Context: an optimization exercise on an open-source flow, tuned for small area, a short achievable clock period and few clock cycles. The choices shown serve that exercise and are no tape-out recipe. In this exercise RTL edits were held to simulation tests only and were not proved equivalent to the original. Power figures rest on the tool's default switching activity, not on a simulated workload.

[flow/run.sh]
#!/bin/bash
# synth_recipe.tcl (not shown) runs the flow's synth.tcl, then flattens the netlist and writes it again
# the make line also repeats each setting of config.mk as NAME=value (left out here)
make -C /OpenROAD-flow-scripts/flow DESIGN_CONFIG=/design/flow/config.mk WORK_HOME=/design/flow/orfs CLKGATE_MAP_FILE= SYNTH_SCRIPT=/design/flow/synth_recipe.tcl finish
[flow/config.mk]
export PLATFORM = sky130hd
export DESIGN_NAME = limit_order_match_engine
export DESIGN_NICKNAME = limit_order_match_engine
export VERILOG_FILES = /design/flow/design.v
export SDC_FILE = /design/flow/constraint.sdc
export NUM_CORES = 4
export LEC_CHECK = 0
export CAP_MARGIN = 20
export CORE_MARGIN = 2
export CORE_UTILIZATION = 30
export PLACE_DENSITY = 0.42
export SLEW_MARGIN = 20
[flow/constraint.sdc]
create_clock -name core_clock -period 8.0 [get_ports {clk_i}]
set_input_delay 1.6000 -clock core_clock [delete_from_list [all_inputs] [get_ports {clk_i}]]
set_output_delay 1.6000 -clock core_clock [all_outputs]
set_load 0.01 [all_outputs]
[flow/design.v]
`timescale 1ns / 1ps
`default_nettype none
module lome_front (
  input  wire        clk_i,
  input  wire        rst_ni,
  input  wire        in_valid_i,
  output wire        in_ready_o,
  input  wire [65:0] in_req_i,
  output wire        q_valid_o,
  input  wire        q_ready_i,
  output wire [65:0] q_req_o
);
  localparam int unsigned QDepth = 2;
  reg  [65:0] mem0_q, mem1_q;
  reg         wp_q, rp_q;
  reg  [1:0]  cnt_q;
  wire        push, pop;
  assign in_ready_o = (cnt_q != 2'd2);
  assign q_valid_o  = (cnt_q != 2'd0);
  assign q_req_o    = rp_q ? mem1_q : mem0_q;
  assign push       = in_valid_i && in_ready_o;
  assign pop        = q_valid_o && q_ready_i;
  always @(posedge clk_i or negedge rst_ni) begin
    if (!rst_ni) begin
      wp_q  <= 1'b0;
      rp_q  <= 1'b0;
      cnt_q <= 2'd0;
    end else begin
      wp_q  <= wp_q ^ push;
      rp_q  <= rp_q ^ pop;
      cnt_q <= cnt_q + {1'b0, push} - {1'b0, pop};
    end
  end
  always @(posedge clk_i) begin
    if (push && !wp_q) mem0_q <= in_req_i;
    if (push &&  wp_q) mem1_q <= in_req_i;
  end
endmodule
`default_nettype wire
`timescale 1ns / 1ps
`default_nettype none
module lome_book #(
  parameter int unsigned BOOK_DEPTH = 64
) (
  input  wire        clk_i,
  input  wire        rst_ni,
  input  wire        q_valid_i,
  output wire        q_ready_o,
  input  wire [65:0] q_req_i,
  output wire        out_valid_o,
  input  wire        out_ready_i,
  output reg  [2:0]  out_status_o,
  output reg  [31:0] out_buy_id_o,
  output reg  [31:0] out_sell_id_o,
  output reg  [31:0] out_price_o,
  output reg  [6:0]  out_buys_o,
  output reg  [6:0]  out_sells_o
);
  localparam int N = 64;
  localparam [2:0] ST_RESTED    = 3'd0;
  localparam [2:0] ST_MATCHED   = 3'd1;
  localparam [2:0] ST_CANCELLED = 3'd2;
  localparam [2:0] ST_NOT_FOUND = 3'd3;
  localparam [2:0] ST_FULL      = 3'd4;
  function automatic ge32(input [31:0] a, input [31:0] b);
    reg [31:0] g0, l0;
    reg [15:0] g1, l1;
    reg [7:0]  g2, l2;
    reg [3:0]  g3, l3;
    reg [1:0]  g4, l4;
    integer i;
    begin
      g0 = a & ~b;
      l0 = ~a & b;
      for (i = 0; i < 16; i = i + 1) begin
        g1[i] = g0[2*i+1] | (~l0[2*i+1] & g0[2*i]);
        l1[i] = l0[2*i+1] | (~g0[2*i+1] & l0[2*i]);
      end
      for (i = 0; i < 8; i = i + 1) begin
        g2[i] = g1[2*i+1] | (~l1[2*i+1] & g1[2*i]);
        l2[i] = l1[2*i+1] | (~g1[2*i+1] & l1[2*i]);
      end
      for (i = 0; i < 4; i = i + 1) begin
        g3[i] = g2[2*i+1] | (~l2[2*i+1] & g2[2*i]);
        l3[i] = l2[2*i+1] | (~g2[2*i+1] & l2[2*i]);
      end
      for (i = 0; i < 2; i = i + 1) begin
        g4[i] = g3[2*i+1] | (~l3[2*i+1] & g3[2*i]);
        l4[i] = l3[2*i+1] | (~g3[2*i+1] & l3[2*i]);
      end
      ge32 = !(l4[1] | (~g4[1] & l4[0]));
    end
  endfunction
  function automatic [7:0] lowest8(input [7:0] a);
    lowest8 = a & ~{a[6:0], 1'b0} & ~{a[5:0], 2'b0} & ~{a[4:0], 3'b0} &
              ~{a[3:0], 4'b0} & ~{a[2:0], 5'b0} & ~{a[1:0], 6'b0} & ~{a[0], 7'b0};
  endfunction
  function automatic [7:0] highest8(input [7:0] a);
    highest8 = a & ~{1'b0, a[7:1]} & ~{2'b0, a[7:2]} & ~{3'b0, a[7:3]} &
               ~{4'b0, a[7:4]} & ~{5'b0, a[7:5]} & ~{6'b0, a[7:6]} & ~{7'b0, a[7]};
  endfunction
  function automatic [N-1:0] track(input [N-1:0] v, input nb,
                                   input [N-1:0] l, input [N-1:0] r,
                                   input [N-1:0] d);
    integer i;
    begin
      for (i = 0; i < N; i = i + 1) begin
        track[i] = v[i];
        if (d[i]) track[i] = nb;
        else if (l[i] && i > 0) track[i] = v[(i > 0) ? i - 1 : i];
        else if (r[i] && i < N - 1) track[i] = v[(i < N - 1) ? i + 1 : i];
      end
    end
  endfunction
  reg  [31:0]  id_q [0:N-1];
  reg  [31:0]  pr_q [0:N-1];    
  reg  [5:0]   ar_q [0:N-1];    
  reg  [N-1:0] isb_q, iss_q;    
  reg  [6:0]   nb_q, ns_q, tot_q;
  reg          pend_v_q;
  reg  [5:0]   pend_r_q;
  reg          a2_v_q, a2_cmd_q, a2_side_q;
  reg  [31:0]  a2_id_q, a2_pr_q, a2_prx_q;
  reg  [N-1:0] a2_idq_q;        
  reg          rb_v_q, rb_cmd_q, rb_side_q;
  reg  [31:0]  rb_id_q, rb_pr_q, rb_prx_q;
  reg  [N-1:0] rb_idq_q;        
  reg  [N-1:0] rb_tgt_q;        
  reg  [N-1:0] rb_th_q;         
  reg          rb_tbuy_q;       
  reg          rb_found_q;      
  reg          rb_multi_q;      
  reg          rb_thbad_q;      
  reg  [N-1:0] rb_g_q;          
  reg          rb_cross_q;      
  reg          sp_q;            
  reg  [N-1:0] rc_c1_q;
  reg  [7:0]   rc_m_q;
  reg          rc_fb_q, rc_found_q;
  reg          out_v_q, sk_v_q;
  wire slow    = rb_v_q && rb_cmd_q && (rb_multi_q || rb_thbad_q);
  wire fire    = rb_v_q && !slow && !sk_v_q;
  wire b_free  = !rb_v_q || fire;
  wire a2_adv  = a2_v_q && b_free;
  wire a2_free = !a2_v_q || a2_adv;
  wire pop     = q_valid_i && a2_free;
  assign q_ready_o   = a2_free;
  assign out_valid_o = out_v_q;
  wire [31:0] q_id = q_req_i[33:2];
  wire is_sub = !rb_cmd_q;
  wire is_can =  rb_cmd_q;
  wire S      =  rb_side_q;
  wire full   = tot_q[6];
  wire match  = is_sub && rb_cross_q;
  wire ins    = is_sub && !match && !full;
  wire [N-1:0] gb     = rb_g_q & (S ? iss_q : isb_q);
  wire [N-1:0] gb_dn  = {gb[N-2:0], 1'b1};        
  wire [N-1:0] gb_up  = {1'b1, gb[N-1:1]};        
  wire [N-1:0] isb_dn = {isb_q[N-2:0], 1'b0};
  wire [N-1:0] iss_up = {1'b0, iss_q[N-1:1]};
  wire [N-1:0] ldv    = ~gb & (S ? gb_up : gb_dn);
  wire [N-1:0] shv    = S ? (~gb_up & iss_up) : (~gb_dn & isb_dn);
  wire can    = is_can && rb_found_q;
  wire can_b  = can &&  rb_tbuy_q;
  wire can_s  = can && !rb_tbuy_q;
  wire del_hb = match &&  S;               
  wire del_hs = match && !S;               
  wire del_b  = del_hb || can_b;
  wire del_s  = del_hs || can_s;
  wire del    = del_b || del_s;
  wire [N-1:0] tl = {N{fire}} & (({N{ins && !S}} & shv) |
                                 ({N{del_hs}} & iss_q) | ({N{can_s}} & iss_q & rb_th_q));
  wire [N-1:0] tr = {N{fire}} & (({N{ins && S}} & shv) |
                                 ({N{del_hb}} & isb_q) | ({N{can_b}} & isb_q & rb_th_q));
  wire [N-1:0] ld = {N{fire && ins}} & ldv;
  function automatic [N-1:0] track_th(input [N-1:0] v, input lb, input rb,
                                      input side, input [N-1:0] l,
                                      input [N-1:0] r, input [N-1:0] d);
    reg [N+1:0] x;
    integer i;
    begin
      x = {rb, v, lb};
      for (i = 0; i < N; i = i + 1) begin
        track_th[i] = v[i];
        if (d[i]) track_th[i] = side ? x[i+2] : x[i];
        else if (l[i] && i > 0) track_th[i] = x[i];
        else if (r[i] && i < N - 1) track_th[i] = x[i+2];
      end
    end
  endfunction
  integer k, sw;
  reg [5:0] ar_e [0:N-1];
  always @(*) begin
    for (k = 0; k < N; k = k + 1)
      ar_e[k] = ar_q[k] - {5'd0, (pend_v_q && (ar_q[k] > pend_r_q))};
  end
  reg [5:0] r_tgt;
  always @(*) begin
    r_tgt = '0;
    for (k = 0; k < N; k = k + 1) r_tgt = r_tgt | (ar_q[k] & {6{rb_tgt_q[k]}});
  end
  wire [5:0] r_raw = del_hb ? ar_q[0] : del_hs ? ar_q[N-1] : r_tgt;
  wire [5:0] r_new = r_raw - {5'd0, (pend_v_q && (r_raw > pend_r_q))};
  genvar gi;
  generate
    for (gi = 0; gi < N; gi = gi + 1) begin : g_slot
      localparam int L = (gi > 0) ? gi - 1 : gi;
      localparam int R = (gi < N - 1) ? gi + 1 : gi;
      wire hold = !(ld[gi] || tl[gi] || tr[gi]);
      always @(posedge clk_i) begin
        id_q[gi] <= ({32{ld[gi]}} & rb_id_q) | ({32{tl[gi]}} & id_q[L]) |
                    ({32{tr[gi]}} & id_q[R]) | ({32{hold}} & id_q[gi]);
        pr_q[gi] <= ({32{ld[gi]}} & rb_prx_q) | ({32{tl[gi]}} & pr_q[L]) |
                    ({32{tr[gi]}} & pr_q[R]) | ({32{hold}} & pr_q[gi]);
        ar_q[gi] <= ({6{ld[gi]}} & tot_q[5:0]) | ({6{tl[gi]}} & ar_e[L]) |
                    ({6{tr[gi]}} & ar_e[R]) | ({6{hold}} & ar_e[gi]);
      end
    end
  endgenerate
  always @(posedge clk_i) begin
    pend_r_q <= r_new;
  end
  wire ins_b = fire && ins && !S;
  wire ins_s = fire && ins &&  S;
  wire dl_b  = fire && del_b;
  wire dl_s  = fire && del_s;
  always @(posedge clk_i or negedge rst_ni) begin
    if (!rst_ni) begin
      isb_q    <= '0;
      iss_q    <= '0;
      nb_q     <= '0;
      ns_q     <= '0;
      tot_q    <= '0;
      pend_v_q <= 1'b0;
    end else begin
      if (ins_b)     isb_q <= {isb_q[N-2:0], 1'b1};
      else if (dl_b) isb_q <= {1'b0, isb_q[N-1:1]};
      if (ins_s)     iss_q <= {1'b1, iss_q[N-1:1]};
      else if (dl_s) iss_q <= {iss_q[N-2:0], 1'b0};
      if (ins_b)     nb_q <= nb_q + 1'b1;
      else if (dl_b) nb_q <= nb_q - 1'b1;
      if (ins_s)     ns_q <= ns_q + 1'b1;
      else if (dl_s) ns_q <= ns_q - 1'b1;
      if (fire && ins)      tot_q <= tot_q + 1'b1;
      else if (fire && del) tot_q <= tot_q - 1'b1;
      pend_v_q <= fire && del;
    end
  end
  reg [N-1:0] idq_a;
  always @(*) begin
    for (k = 0; k < N; k = k + 1) idq_a[k] = (id_q[k] == q_id);
  end
  wire pair_q = (q_id == rb_id_q);
  wire [N-1:0] mb = a2_idq_q & isb_q;
  wire [N-1:0] ms = a2_idq_q & iss_q;
  wire fb = |mb;
  wire fs = |ms;
  reg [N-1:0] m_any, m_two;
  integer lv;
  always @(*) begin
    m_any = mb | ms;
    m_two = '0;
    for (lv = 1; lv < N; lv = lv * 2) begin
      for (k = 0; k < N; k = k + 2 * lv) begin
        m_two[k] = m_two[k] | m_two[k+lv] | (m_any[k] & m_any[k+lv]);
        m_any[k] = m_any[k] | m_any[k+lv];
      end
    end
  end
  wire multi = m_two[0];
  reg [N-1:0] pre_a, suf_a;
  always @(*) begin
    pre_a = mb;
    suf_a = ms;
    for (sw = 1; sw < N; sw = sw * 2) begin
      pre_a = pre_a | (pre_a << sw);
      suf_a = suf_a | (suf_a >> sw);
    end
  end
  wire [N-1:0] tgt_a = fb ? mb : ms;
  wire [N-1:0] th_a  = fb ? pre_a : suf_a;
  reg [N-1:0] g_a;
  always @(*) begin
    for (k = 0; k < N; k = k + 1) g_a[k] = ge32(pr_q[k], a2_prx_q);
  end
  wire [31:0] s63 = ~pr_q[N-1];
  wire [31:0] s62 = ~pr_q[N-2];
  wire cr0 = a2_side_q ? (isb_q[0] && ge32(pr_q[0], a2_pr_q))
                       : (iss_q[N-1] && ge32(a2_pr_q, s63));
  wire cr1 = a2_side_q ? (isb_q[1] && ge32(pr_q[1], a2_pr_q))
                       : (iss_q[N-2] && ge32(a2_pr_q, s62));
  wire cr2 = a2_side_q ? ge32(rb_pr_q, a2_pr_q) : ge32(a2_pr_q, rb_pr_q);
  wire hd  = a2_side_q ? (fire && (del_hb || (can_b && rb_tgt_q[0])))
                       : (fire && (del_hs || (can_s && rb_tgt_q[N-1])));
  wire hi  = a2_side_q ? (ld[0] && !S) : (ld[N-1] && S);
  wire cross_n = hd ? cr1 : hi ? cr2 : cr0;
  wire pair_a2 = (a2_id_q == rb_id_q);
  wire newg2   = ge32(rb_prx_q, a2_prx_q);
  wire newwin  = fire && ins && pair_a2 && !fb;
  wire gone    = (fire && del_hb && tgt_a[0]) || (fire && del_hs && tgt_a[N-1]) ||
                 (fire && can && |(tgt_a & rb_tgt_q));
  wire [N-1:0] smb = rb_idq_q & isb_q;
  wire [N-1:0] sms = rb_idq_q & iss_q;
  wire sfb = |smb;
  wire sfs = |sms;
  reg [7:0] dh [0:N-1];
  reg [7:0] dl [0:N-1];
  always @(*) begin
    for (k = 0; k < N; k = k + 1) begin
      dh[k] = 8'd1 << ar_q[k][5:3];
      dl[k] = 8'd1 << ar_q[k][2:0];
    end
  end
  reg [7:0]   an, ax;
  reg [N-1:0] c1n, c1x;
  always @(*) begin
    an = '0;
    ax = '0;
    for (k = 0; k < N; k = k + 1) begin
      an = an | (dh[k] & {8{smb[k]}});
      ax = ax | (dh[k] & {8{sms[k]}});
    end
  end
  wire [7:0] mn = lowest8(an);
  wire [7:0] mx = highest8(ax);
  always @(*) begin
    for (k = 0; k < N; k = k + 1) begin
      c1n[k] = smb[k] && |(dh[k] & mn);
      c1x[k] = sms[k] && |(dh[k] & mx);
    end
  end
  wire [7:0] mdn = {1'b0, rc_m_q[7:1]};
  reg [N-1:0] sh, sl, thn, tln, thx, tlx;
  reg [7:0]   ah, al;
  always @(*) begin
    ah = '0;
    al = '0;
    for (k = 0; k < N; k = k + 1) begin
      sh[k] = rc_c1_q[k] && |(dh[k] & rc_m_q);
      sl[k] = rc_c1_q[k] && |(dh[k] & mdn);
      ah = ah | (dl[k] & {8{sh[k]}});
      al = al | (dl[k] & {8{sl[k]}});
    end
  end
  wire [7:0] ahn = lowest8(ah);
  wire [7:0] aln = lowest8(al);
  wire [7:0] ahx = highest8(ah);
  wire [7:0] alx = highest8(al);
  always @(*) begin
    for (k = 0; k < N; k = k + 1) begin
      thn[k] = sh[k] && |(dl[k] & ahn);
      tln[k] = sl[k] && |(dl[k] & aln);
      thx[k] = sh[k] && |(dl[k] & ahx);
      tlx[k] = sl[k] && |(dl[k] & alx);
    end
  end
  wire [N-1:0] t2 = rc_fb_q ? ((|al) ? tln : thn) : ((|ah) ? thx : tlx);
  reg [N-1:0] pre_b, suf_b;
  always @(*) begin
    pre_b = rb_tgt_q;
    suf_b = rb_tgt_q;
    for (sw = 1; sw < N; sw = sw * 2) begin
      pre_b = pre_b | (pre_b << sw);
      suf_b = suf_b | (suf_b >> sw);
    end
  end
  always @(posedge clk_i or negedge rst_ni) begin
    if (!rst_ni) begin
      a2_v_q  <= 1'b0;
      rb_v_q  <= 1'b0;
      sp_q    <= 1'b0;
    end else begin
      if (pop)         a2_v_q <= 1'b1;
      else if (a2_adv) a2_v_q <= 1'b0;
      if (a2_adv)    rb_v_q <= 1'b1;
      else if (fire) rb_v_q <= 1'b0;
      sp_q <= rb_v_q && rb_cmd_q && rb_multi_q && !sp_q;
    end
  end
  always @(posedge clk_i) begin
    if (pop) begin
      a2_cmd_q  <= q_req_i[0];
      a2_side_q <= q_req_i[1];
      a2_id_q   <= q_id;
      a2_pr_q   <= q_req_i[65:34];
      a2_prx_q  <= q_req_i[65:34] ^ {32{q_req_i[1]}};
      a2_idq_q  <= track(idq_a, pair_q, tl, tr, ld);
    end
    if (a2_adv) begin
      rb_cmd_q   <= a2_cmd_q;
      rb_side_q  <= a2_side_q;
      rb_id_q    <= a2_id_q;
      rb_pr_q    <= a2_pr_q;
      rb_prx_q   <= a2_prx_q;
      rb_idq_q   <= track(a2_idq_q, pair_a2, tl, tr, ld);
      rb_tgt_q   <= newwin ? ld : track(tgt_a, 1'b0, tl, tr, ld);
      rb_th_q    <= track_th(th_a, !fb, fb, S, tl, tr, ld);
      rb_tbuy_q  <= newwin ? !S : fb;
      rb_found_q <= newwin || ((fb || fs) && !gone);
      rb_multi_q <= multi;
      rb_thbad_q <= newwin;
      rb_g_q     <= track(g_a, newg2, tl, tr, ld);
      rb_cross_q <= cross_n;
    end else if (rb_multi_q && sp_q) begin
      rb_tgt_q   <= t2;
      rb_tbuy_q  <= rc_fb_q;
      rb_found_q <= rc_found_q;
      rb_multi_q <= 1'b0;
      rb_thbad_q <= 1'b1;
    end else if (rb_thbad_q && !rb_multi_q) begin
      rb_th_q    <= rb_tbuy_q ? pre_b : suf_b;
      rb_thbad_q <= 1'b0;
    end
    if (!sp_q) begin
      rc_c1_q    <= sfb ? c1n : c1x;
      rc_m_q     <= sfb ? mn : mx;
      rc_fb_q    <= sfb;
      rc_found_q <= sfb || sfs;
    end
  end
  reg [2:0]  r_st;
  reg [31:0] r_bid, r_sid, r_px;
  reg [6:0]  r_nb, r_ns;
  always @(*) begin
    r_bid = '0;
    r_sid = '0;
    r_px  = '0;
    r_nb  = nb_q;
    r_ns  = ns_q;
    if (is_can) begin
      if (rb_found_q) begin
        r_st = ST_CANCELLED;
        if (rb_tbuy_q) r_nb = nb_q - 1'b1;
        else           r_ns = ns_q - 1'b1;
      end else begin
        r_st = ST_NOT_FOUND;
      end
    end else if (match) begin
      r_st = ST_MATCHED;
      if (S) begin
        r_bid = id_q[0];
        r_sid = rb_id_q;
        r_px  = pr_q[0];
        r_nb  = nb_q - 1'b1;
      end else begin
        r_bid = rb_id_q;
        r_sid = id_q[N-1];
        r_px  = s63;
        r_ns  = ns_q - 1'b1;
      end
    end else if (!full) begin
      r_st = ST_RESTED;
      if (S) r_ns = ns_q + 1'b1;
      else   r_nb = nb_q + 1'b1;
    end else begin
      r_st = ST_FULL;
    end
  end
  reg [2:0]  sk_st;
  reg [31:0] sk_bid, sk_sid, sk_px;
  reg [6:0]  sk_nb, sk_ns;
  wire out_ld = !out_v_q || out_ready_i;
  always @(posedge clk_i or negedge rst_ni) begin
    if (!rst_ni) begin
      out_v_q <= 1'b0;
      sk_v_q  <= 1'b0;
    end else begin
      if (out_ld) out_v_q <= sk_v_q || fire;
      if (out_ld)    sk_v_q <= 1'b0;
      else if (fire) sk_v_q <= 1'b1;
    end
  end
  always @(posedge clk_i) begin
    if (out_ld) begin
      if (sk_v_q) begin
        out_status_o  <= sk_st;
        out_buy_id_o  <= sk_bid;
        out_sell_id_o <= sk_sid;
        out_price_o   <= sk_px;
        out_buys_o    <= sk_nb;
        out_sells_o   <= sk_ns;
      end else if (fire) begin
        out_status_o  <= r_st;
        out_buy_id_o  <= r_bid;
        out_sell_id_o <= r_sid;
        out_price_o   <= r_px;
        out_buys_o    <= r_nb;
        out_sells_o   <= r_ns;
      end
    end
    if (fire && !out_ld) begin
      sk_st  <= r_st;
      sk_bid <= r_bid;
      sk_sid <= r_sid;
      sk_px  <= r_px;
      sk_nb  <= r_nb;
      sk_ns  <= r_ns;
    end
  end
endmodule
`default_nettype wire
`timescale 1ns / 1ps
`default_nettype none
module limit_order_match_engine #(
  parameter int unsigned BOOK_DEPTH = 64
) (
  input  wire          clk_i,
  input  wire          rst_ni,
  input  wire          s_axis_tvalid,
  output wire          s_axis_tready,
  input  wire [63:0]   s_axis_tdata,
  input  wire [1:0]    s_axis_tuser,
  output wire          m_axis_tvalid,
  input  wire          m_axis_tready,
  output wire [111:0]  m_axis_tdata,
  output wire [2:0]    m_axis_tuser
);
  wire [65:0] in_req, q_req;
  wire        q_valid, q_ready;
  wire [2:0]  st;
  wire [31:0] buy_id, sell_id, price;
  wire [6:0]  buys, sells;
  assign in_req = {s_axis_tdata[63:32], s_axis_tdata[31:0], s_axis_tuser[1], s_axis_tuser[0]};
  lome_front u_front (
    .clk_i      (clk_i),
    .rst_ni     (rst_ni),
    .in_valid_i (s_axis_tvalid),
    .in_ready_o (s_axis_tready),
    .in_req_i   (in_req),
    .q_valid_o  (q_valid),
    .q_ready_i  (q_ready),
    .q_req_o    (q_req)
  );
  lome_book #(.BOOK_DEPTH(BOOK_DEPTH)) u_book (
    .clk_i        (clk_i),
    .rst_ni       (rst_ni),
    .q_valid_i    (q_valid),
    .q_ready_o    (q_ready),
    .q_req_i      (q_req),
    .out_valid_o  (m_axis_tvalid),
    .out_ready_i  (m_axis_tready),
    .out_status_o (st),
    .out_buy_id_o (buy_id),
    .out_sell_id_o(sell_id),
    .out_price_o  (price),
    .out_buys_o   (buys),
    .out_sells_o  (sells)
  );
  assign m_axis_tuser = st;
  assign m_axis_tdata = {2'b00, sells, buys, price, sell_id, buy_id};
endmodule
`default_nettype wire
==> results.txt <==
## cells by family after synthesis
family          share of synthesized area (%)
other cells                          0.000997
mux                                      2.65
buf+inv                                  6.43
fa+ha+maj                                4.14
simple gates                             19.1
xor+xnor                                 5.67
flops                                    32.6
compound gates                           29.4
## repair_timing
item,in CTS
gates resized for setup,2
setup endpoints to repair,2
hold buffers,0
pin swaps,1
## through the flow
stage	power (mW)	instance area, um2	hold WS, ns	setup slack [ns]	std cells
after floorplan	106	376000	0.400	0.669	47900
after global placement	214	432000	0.446	-0.949	64700
after detailed placement	213	433000	0.446	-0.0807	64700
after CTS	247	456000	0.454	0.150	66000
## per-layer routing
metal	track usage (%)	overflow
met1	72.8	22
met2	90.2	1680
met3	55.1	27
met4	76.0	850
met5	26.3	2
## power groups by stage
stage	clock, mW	sequential, mW	combinational (mW)
floorplan	0	44.5	61.8
global placement	0	54.8	159
detailed placement	0	54.9	158
CTS	33.2	54.4	159
## Yosys cell counts (131+ instances only)
library cell / n
sky130_fd_sc_hd__nand2_1: 9658
sky130_fd_sc_hd__dfxtp_1: 4486
sky130_fd_sc_hd__a222oi_1: 4252
sky130_fd_sc_hd__clkbuf_1: 4185
sky130_fd_sc_hd__o21ai_0: 2791
sky130_fd_sc_hd__xnor2_1: 2241
sky130_fd_sc_hd__nor2_1: 2143
sky130_fd_sc_hd__a21oi_1: 2129
sky130_fd_sc_hd__inv_1: 1280
sky130_fd_sc_hd__nand3_1: 1162
sky130_fd_sc_hd__o22ai_1: 1066
sky130_fd_sc_hd__edfxtp_1: 953
sky130_fd_sc_hd__maj3_1: 887
sky130_fd_sc_hd__nor3_1: 802
sky130_fd_sc_hd__nor4_1: 788
sky130_fd_sc_hd__buf_1: 738
sky130_fd_sc_hd__a22oi_1: 692
sky130_fd_sc_hd__ha_1: 533
sky130_fd_sc_hd__nand2b_1: 467
sky130_fd_sc_hd__mux2i_1: 466
sky130_fd_sc_hd__nand4_1: 422
sky130_fd_sc_hd__a211oi_1: 342
sky130_fd_sc_hd__nor2b_1: 322
sky130_fd_sc_hd__a221oi_1: 312
sky130_fd_sc_hd__a31oi_1: 281
sky130_fd_sc_hd__o221ai_1: 265
sky130_fd_sc_hd__o211ai_1: 224
sky130_fd_sc_hd__o32ai_1: 221
sky130_fd_sc_hd__mux2_2: 220
sky130_fd_sc_hd__a21o_1: 217
sky130_fd_sc_hd__o31ai_1: 213
sky130_fd_sc_hd__a22o_1: 207
sky130_fd_sc_hd__xor2_1: 192
sky130_fd_sc_hd__o2111ai_1: 179
sky130_fd_sc_hd__o22a_1: 173
sky130_fd_sc_hd__dfrtp_1: 159
sky130_fd_sc_hd__a221o_1: 131
## worst max path at each step
stage | from | end | depth (start not counted)
3_5_place_dp | u_book.rc_m_q[5] | u_book.rb_tgt_q[18] | 26
4_1_cts | u_book.ar_q[21][3] | u_book.rc_c1_q[24] | 16
2_1_floorplan | m_axis_tready | u_book.out_buy_id_o[0] | 2
3_3_place_gp | u_book.ar_q[48][0] | u_book.rb_tgt_q[59] | 22
==> impl_metrics.prom <==
# TYPE chip_impl_metric gauge
chip_impl_metric{name="post_synth_cell_types",unit=""} 110
chip_impl_metric{name="hpwl",unit="mm"} 3290
chip_impl_metric{name="die_w",unit="mm"} 1.12
chip_impl_info{name="yosysTopAreaCell",value="sky130_fd_sc_hd__dfxtp_1"} 1
chip_impl_metric{name="congestion_overflow_gr",unit=""} 2581
chip_impl_metric{name="synthCells",unit=""} 47900
chip_impl_metric{name="io_pins",unit=""} 187
chip_impl_metric{name="yosys.area.top_type_share",unit="%"} 23.9
chip_impl_info{name="outcome.stop_stage",value="global routing (5_1_grt)"} 1
chip_impl_metric{name="grt_pass1_vias",unit=""} 523000
chip_impl_metric{name="grt_first_pass_wirelength",unit="mm"} 6170
chip_impl_metric{name="synth_seq_area_share",unit="%"} 32.6
chip_impl_info{name="post_synth_main_area_contributors",value="sky130_fd_sc_hd__dfxtp_1 (24%), sky130_fd_sc_hd__a222oi_1 (11%), sky130_fd_sc_hd__nand2_1 (9.6%)"} 1
chip_impl_metric{name="htreeDepth",unit=""} 6
chip_impl_metric{name="chipHeight",unit="mm"} 1.12
chip_impl_metric{name="ys_async_sr_fraction",unit="%"} 2.84
chip_impl_info{name="stop_error",value="[ERROR GRT-0116] Global routing finished with congestion. Check the congestion regions in the DRC Viewer."} 1
chip_impl_metric{name="tritoncts_num_sinks",unit=""} 5598
chip_impl_info{name="ctsRootBufferMaster",value="sky130_fd_sc_hd__clkbuf_16"} 1
chip_impl_info{name="synth_ff_type",value="sky130_fd_sc_hd__dfxtp_1"} 1
chip_impl_metric{name="synth-edff-count",unit=""} 953
chip_impl_metric{name="synthesis.yosys.warnings",unit=""} 8
chip_impl_info{name="run_status",value="did not finish"} 1
chip_impl_metric{name="post-cts-setup-buffers",unit=""} 0
chip_impl_metric{name="cts-buffers-inserted",unit=""} 682
chip_impl_metric{name="grt_start_max_net_pins",unit=""} 153
chip_impl_metric{name="ys_ff_latch",unit=""} 5598
chip_impl_metric{name="synth.avg_cell_area",unit="um2"} 7.85
chip_impl_metric{name="cts.path.max_buffers",unit=""} 5
chip_impl_metric{name="initial_cell_density_of_the_core",unit="%"} 30.1
chip_impl_metric{name="routabilityCongestion",unit=""} 1.32
chip_impl_metric{name="mappedNetlistArea",unit="mm2"} 0.376
chip_impl_metric{name="groute.usage.overall",unit="%"} 73.0
chip_impl_metric{name="port_buffers",unit=""} 184
chip_impl_metric{name="core.rowCount",unit=""} 411
Testbench counts, summed over its fixed seeds: cycles 3,325.
